What follows belongs to an exercise in optimizing a design on an open flow for small area, a short achievable clock period and few clock cycles per item; a production flow would make more cautious choices. Function was checked by simulation only, so behaviour that the tests miss may differ from the original.

==> design/flow/design.v <==
module aes_inv_sub_bytes #(
  parameter int unsigned LANES = 4
) (
  input  logic         i_clk,
  input  logic         i_rst,
  input  logic         i_valid,
  input  logic [127:0] i_data,
  output logic         o_ready,
  output logic         o_valid,
  input  logic         i_ready,
  output logic [127:0] o_data
);
  localparam int unsigned DW     = 128;
  localparam int unsigned NCHUNK = 16 / LANES;
  localparam int unsigned CW     = (NCHUNK > 1) ? $clog2(NCHUNK) : 1;
  localparam logic [CW-1:0] LAST_CHUNK = CW'(NCHUNK - 1);
  localparam logic [7:0]    AFF_C      = 8'h05;
  typedef enum logic [1:0] {IDLE, BUSY, DONE} state_t;
  state_t        state_q, state_d;
  logic [DW-1:0] data_q, data_d;
  logic [CW-1:0] cnt_q, cnt_d;
  logic          o_valid_q, o_valid_d;
  logic          o_ready_q, o_ready_d;
  logic          take;
  function automatic logic [7:0] gf_mul(input logic [7:0] a, input logic [7:0] b);
    logic [7:0] p, aa;
    p  = 8'h00;
    aa = a;
    for (int i = 0; i < 8; i++) begin
      if (b[i]) p = p ^ aa;
      aa = aa[7] ? ({aa[6:0], 1'b0} ^ 8'h1b) : {aa[6:0], 1'b0};
    end
    gf_mul = p;
  endfunction
  function automatic logic [7:0] gf_inv(input logic [7:0] x);
    logic [7:0] x2, x3, x6, x12, x15, x30, x60, x120, x240, x252;
    x2   = gf_mul(x, x);
    x3   = gf_mul(x2, x);
    x6   = gf_mul(x3, x3);
    x12  = gf_mul(x6, x6);
    x15  = gf_mul(x12, x3);
    x30  = gf_mul(x15, x15);
    x60  = gf_mul(x30, x30);
    x120 = gf_mul(x60, x60);
    x240 = gf_mul(x120, x120);
    x252 = gf_mul(x240, x12);
    gf_inv = gf_mul(x252, x2);
  endfunction
  function automatic logic [7:0] inv_affine(input logic [7:0] b);
    logic [7:0] r;
    for (int i = 0; i < 8; i++) begin
      r[i] = b[(i + 2) % 8] ^ b[(i + 5) % 8] ^ b[(i + 7) % 8] ^ AFF_C[i];
    end
    inv_affine = r;
  endfunction
  assign take = (state_q == IDLE) && o_ready_q && i_valid;
  always_comb begin
    state_d = state_q;
    data_d  = data_q;
    cnt_d   = cnt_q;
    unique case (state_q)
      IDLE: begin
        if (take) begin
          data_d  = i_data;
          cnt_d   = '0;
          state_d = BUSY;
        end
      end
      BUSY: begin
        for (int l = 0; l < int'(LANES); l++) begin
          int k;
          k = int'(cnt_q) * int'(LANES) + l;
          data_d[127 - 8*k -: 8] = gf_inv(inv_affine(data_q[127 - 8*k -: 8]));
        end
        cnt_d = cnt_q + CW'(1);
        if (cnt_q == LAST_CHUNK) begin
          cnt_d   = '0;
          state_d = DONE;
        end
      end
      DONE: begin
        if (o_valid_q && i_ready) state_d = IDLE;
      end
      default: state_d = IDLE;
    endcase
    o_valid_d = (state_q == DONE) && (state_d == DONE);
    o_ready_d = (state_q == IDLE) && (state_d == IDLE);
  end
  always_ff @(posedge i_clk or posedge i_rst) begin
    if (i_rst) begin
      state_q   <= IDLE;
      data_q    <= '0;
      cnt_q     <= '0;
      o_valid_q <= 1'b0;
      o_ready_q <= 1'b1;
    end else begin
      state_q   <= state_d;
      data_q    <= data_d;
      cnt_q     <= cnt_d;
      o_valid_q <= o_valid_d;
      o_ready_q <= o_ready_d;
    end
  end
  assign o_valid = o_valid_q;
  assign o_ready = o_ready_q;
  assign o_data  = data_q;
endmodule
==> design/flow/run.sh <==
#!/bin/bash
# synth_recipe.tcl (not shown) runs the flow's synth.tcl, then flattens the netlist and writes it again
# the make line also repeats each setting of config.mk as NAME=value (left out here)
make -C /OpenROAD-flow-scripts/flow DESIGN_CONFIG=/design/flow/config.mk WORK_HOME=/design/flow/orfs CLKGATE_MAP_FILE= SYNTH_SCRIPT=/design/flow/synth_recipe.tcl finish
==> design/flow/config.mk <==
export PLATFORM = sky130hd
export DESIGN_NAME = aes_inv_sub_bytes
export DESIGN_NICKNAME = aes_inv_sub_bytes
export VERILOG_FILES = /design/flow/design.v
export SDC_FILE = /design/flow/constraint.sdc
export NUM_CORES = 4
export LEC_CHECK = 0
export CAP_MARGIN = 20
export CORE_MARGIN = 2
export CORE_UTILIZATION = 40
export SLEW_MARGIN = 20
==> design/flow/constraint.sdc <==
create_clock -name core_clock -period 20.0 [get_ports {i_clk}]
set_input_delay 4.0000 -clock core_clock [delete_from_list [all_inputs] [get_ports {i_clk}]]
set_output_delay 4.0000 -clock core_clock [all_outputs]
set_load 0.01 [all_outputs]
==> key figures <==
Critical path
  – Reg-to-Reg Start: cnt_q[0]$_DFFE_PP0P_
  – Crit-path most repeated cell: sky130_fd_sc_hd__xnor2_1
  – Capturing point of the worst reg2reg path: data_q[94]$_DFFE_PP0P_
  – Register-to-register setup slack: 1.03 ns
  – Library cell contributing the largest single delay on the critical path: sky130_fd_sc_hd__xnor3_4
  – Required time of the worst setup path: 20.33 ns
  – Nature of the critical path endpoint: register
  – Max incr delay on CP: 0.65 ns
  – Maximum fanout along the worst path: 22
  – Critical path data arrival time: 19.31 ns
  – Critical path launch point: cnt_q[0]$_DFFE_PP0P_
  – Count of cells along the worst register-to-register path: 69
  – Worst setup SP type: register
  – Classification of the worst setup path: reg -> reg

Clock tree
  – CTS Buf Count: 17
  – Clock-pin slew on the worst setup and hold paths: 0.08 ns
  – TritonCTS clock tree: done
  – Clock H-tree levels: 4
  – Clock network latency to the later pin of the worst-skew pair: 0.49 ns
  – Clock sink count: 134
  – # hold bufs at CTS: 0
  – Cell chosen for the clock root: sky130_fd_sc_hd__clkbuf_16
  – Maximum buffer depth of the clock tree: 2

Status
  – Result of the run: no timing/DRC/antenna violations

Synthesis
  – Number of synthesized flops with an enable pin: 0
  – Seq cells post-synth: 134
  – Syn_nets: 6882
  – Main flop type after synthesis: sky130_fd_sc_hd__dfrtp_1
  – Main combinational cell family by area after synthesis: XOR/XNOR gates
  – Warning count from the yosys run: 1
  – Library cell occupying the most area in the post-synthesis netlist: sky130_fd_sc_hd__xnor2_1
  – Cells after Synth: 6715
  – Mux contribution to synthesized area: 6.27%
  – Number of library cell types mapped by synthesis: 132
  – Most area-consuming cells after synthesis: sky130_fd_sc_hd__xnor2_1 20%, sky130_fd_sc_hd__xnor3_1 12%, sky130_fd_sc_hd__dfrtp_1 6.2%, sky130_fd_sc_hd__xor2_1 6.0%, sky130_fd_sc_hd__nor2_1 5.7%
  – Synth async-reset ratio: 100%
  – Adder-cell share of the synthesized area: 0.913%
  – Cell area after technology mapping: 53400 um^2
  – Fraction of synthesized cell area taken by the top area cell type: 19.9%
  – Complex-gate fraction of the synthesized area: 18.1%
  – Mean area per synthesized cell: 7.96 um^2
  – Sequential cell area fraction in the yosys report: 6.28%
  – Basic-gate share of the synthesized area counting and, or, nand and nor cells: 18.7%
  – Fraction of synthesized cell area in xor and xnor cells: 44.6%

Route
  – Count of nets left with antenna violations after detail routing: 0
  – DRC marker count from the first detailed-route iteration: 4573
  – Post-route DRC: 0
  – Average vias per placed instance: 5.72
  – Total via count in the routed design: 50400
  – Avg WL per Cell: 19.7 um
  – DR pass1 iterations: 7
  – Routed wire length: 173000 um

Hold path
  – Worst hold path depth: 1
  – Worst min-delay path category: reg -> reg
  – Hold Crit Endpoint: o_ready_q$_DFF_PP1_
  – Hold path start: state_q[0]$_DFF_PP0_

STA
  – Final clock skew: 0.0176 ns
  – Worst slew margin relative to its limit: 24.5%
  – Clock period minus worst slack: 18.97 ns
  – Peak clock frequency supported by timing: 0.0527 GHz
  – Max Slew Vio Count: 0
  – Count of endpoints failing setup in the final report: 0
  – Worst Tran Pin Value: 1.13 ns
  – Summed negative setup slack over all endpoints: 0 ns
  – Share of the clock period used by the worst path: 94.9%
  – Count of final hold-check violations: 0

Cells and area
  – Fin area: 61800 um^2
  – Post-layout net count: 7190
  – Final-layout fill cell count: 12900
  – Post-route insts no fill: 8805
  – Area growth from synthesis to final layout: 15.7%
  – End-of-flow core utilization: 46.5%
  – Share of final-layout standard cells stronger than drive strength 1: 14.3%

Place
  – IO Port Bufs: 261
  – Routability cong.: 0.929
  – Cells after DPL: 8707
  – Hpwl dp: 130000 um
  – Post-place instance area: 59600 um^2

Floorplan
  – X dimension of the die: 369 um
  – Initial cell density of the core: 40.2%
  – Die area: 136000 um^2
  – Number of placement rows: 134
  – Die Y: 369 um
  – Core area: 133000 um^2
  – Boundary Pins: 262

Global routing
  – Pin count of the biggest net entering global routing: 72
  – Antenna violations before repair: 8
  – Remaining global-route overflow: 0
  – GRT busiest layer: met2
  – M3 GR Usage: 3.53%
  – Global Route met2 Usage: 39.0%
  – Met1 demand-to-capacity share in global routing: 34.6%
  – Global-route usage over all layers: 24.3%
  – Via count of the first global-routing pass: 47100
  – First-pass GRT wire length: 272000 um

Run
  – Number of max-cap violations: 0
-- layout make-up --
type	count	area, um^2	share of cell area [%]
diodes	1	2.50	0.00405
repair buffers	761	6440	10.4
multi-input cells	5957	48600	78.6
clock inverters	11	136	0.221
flip-flops and latches	134	3360	5.43
clock buffers	21	470	0.761
well taps	1768	2210	3.58
inverters	152	583	0.943
-- placed cells by master, fill, tap and decap left out, drive strengths merged, types with 65 or more instances in the layout --
master         netlist  layout
a22oi              133     133
nand2              505     505
a21oi              311     311
buf                208     500
dfrtp              133     133
mux2i              224     224
o22ai               71      71
nor2               818     818
inv                142     145
xor2               391     391
xnor3              300     301
nand2b              65      65
nor3               183     183
nand3              166     166
clkdlybuf4s50        0     261
xnor2             1315    1315
and2                65      65
o21ai              340     340
-- cell families after synthesis --
kind of cell | Yosys count
buf+inv | 625
mux | 294
flops | 134
simple gates | 2144
fa+ha+maj | 40
xor+xnor | 2046
compound gates | 1432
-- what timing repair did --
item	4_1_cts	5_1_grt
gates cloned	0	1
gates resized for setup	22	142
setup endpoints to repair	68	128
setup buffers	9	54
pin swaps	3	25
-- synthesized netlist by cell type, types with 28 or more instances --
cell                       count
sky130_fd_sc_hd__a311oi_1     32
sky130_fd_sc_hd__a21o_1       35
sky130_fd_sc_hd__xnor2_2      89
sky130_fd_sc_hd__o211ai_1     59
sky130_fd_sc_hd__xor2_1      366
sky130_fd_sc_hd__dfrtp_1     133
sky130_fd_sc_hd__mux2_2       39
sky130_fd_sc_hd__a21oi_1     306
sky130_fd_sc_hd__nand4_1      31
sky130_fd_sc_hd__o21ai_0     270
sky130_fd_sc_hd__nand3b_1     35
sky130_fd_sc_hd__clkbuf_1    265
sky130_fd_sc_hd__xnor2_1    1212
sky130_fd_sc_hd__inv_1       124
sky130_fd_sc_hd__o21ai_1      68
sky130_fd_sc_hd__and2_1       60
sky130_fd_sc_hd__nand3_1     165
sky130_fd_sc_hd__nor3_1      180
sky130_fd_sc_hd__a221oi_1     29
sky130_fd_sc_hd__ha_1         35
sky130_fd_sc_hd__xnor3_1     284
sky130_fd_sc_hd__nand2b_1     65
sky130_fd_sc_hd__nor4_1       28
sky130_fd_sc_hd__nand2_1     505
sky130_fd_sc_hd__buf_2       136
sky130_fd_sc_hd__a211oi_1     56
sky130_fd_sc_hd__a22oi_1     133
sky130_fd_sc_hd__or3_1        41
sky130_fd_sc_hd__a31oi_1      47
sky130_fd_sc_hd__xor3_1       34
sky130_fd_sc_hd__a222oi_1     41
sky130_fd_sc_hd__nor2b_1      63
sky130_fd_sc_hd__o22ai_1      70
sky130_fd_sc_hd__nor2_1      806
sky130_fd_sc_hd__mux2i_1     220
sky130_fd_sc_hd__buf_4        32
sky130_fd_sc_hd__and3_1       41
-- per-layer routing --
metal  share of wire [%]  vias to the layer above
met5               0.019                        -
li1                    -                    24300
met2                  46                     1653
met3                 6.9                      181
met1                  46                    24300
met4                 1.6                        4
-- how the worst max path moves through the flow --
stage,to,cells after the start,slack [ns]
after global routing,data_q[116]$_DFFE_PP0P_,73,-0.12
after detailed placement,data_q[76]$_DFFE_PP0P_,66,-0.73
after global placement,data_q[76]$_DFFE_PP0P_,66,-0.62
after CTS,data_q[99]$_DFFE_PP0P_,68,0.001
final,data_q[94]$_DFFE_PP0P_,69,1.03
after floorplan,data_q[124]$_DFFE_PP0P_,90,0.04
-- flip-flops by register name (all words and copies together), names as in the netlist --
| register | flops |
|---|---|
| cnt_q | 2 |
| data_q | 128 |
| o_ready_q | 1 |
| o_valid_q | 1 |
| state_q | 2 |
-- stage by stage --
step | setup WS (ns) | hold slack [ns]
finish | 1.03 | 0.468
global route | -0.116 | 0.508
CTS | 0.000973 | 0.470
detailed placement | -0.731 | 0.470
global placement | -0.619 | 0.464
floorplan | 0.0420 | 0.422
-- critical path, delay by kind of cell, from the launching register on --
kind / cells / cell delay, ns
flops: 1 / 0.44
buf+inv: 10 / 1.67
fa+ha+maj: 4 / 1.34
compound gates: 7 / 1.76
xor+xnor: 30 / 9.43
mux: 4 / 1.28
simple gates: 14 / 2.83
Testbench counts, summed over its fixed seeds: cycles 3,064, items 384.

==> static timing again, ports no longer ideal <==
The results above use ideal ports. As a check the final layout listed here was re-extracted and re-timed, cells and wires unchanged. Step 1 assumes that a clkbuf_16 drives the clock port and a buf_2 every other input. Step 2 adds t to the input delays and takes it off the output delays; t is the mean of the earliest and latest rising clock arrival at the registers after step 1. Input paths then give back, and output paths get back, about the clock's delay inside the block. Three values: no drivers, after step 1, after step 2; two values: the first two.
t (ns): 0.534
setup slack, ns: 1.026 / 1.026 / 1.026
latest minus earliest clock arrival (ns): 0.021 / 0.020
worst register clock-pin slew, ns: 0.08 / 0.08
After both steps this run still meets setup and hold. For this run, drivers alone change the setup slack by 0.000 ns; drivers and shift together by 0.000 ns.
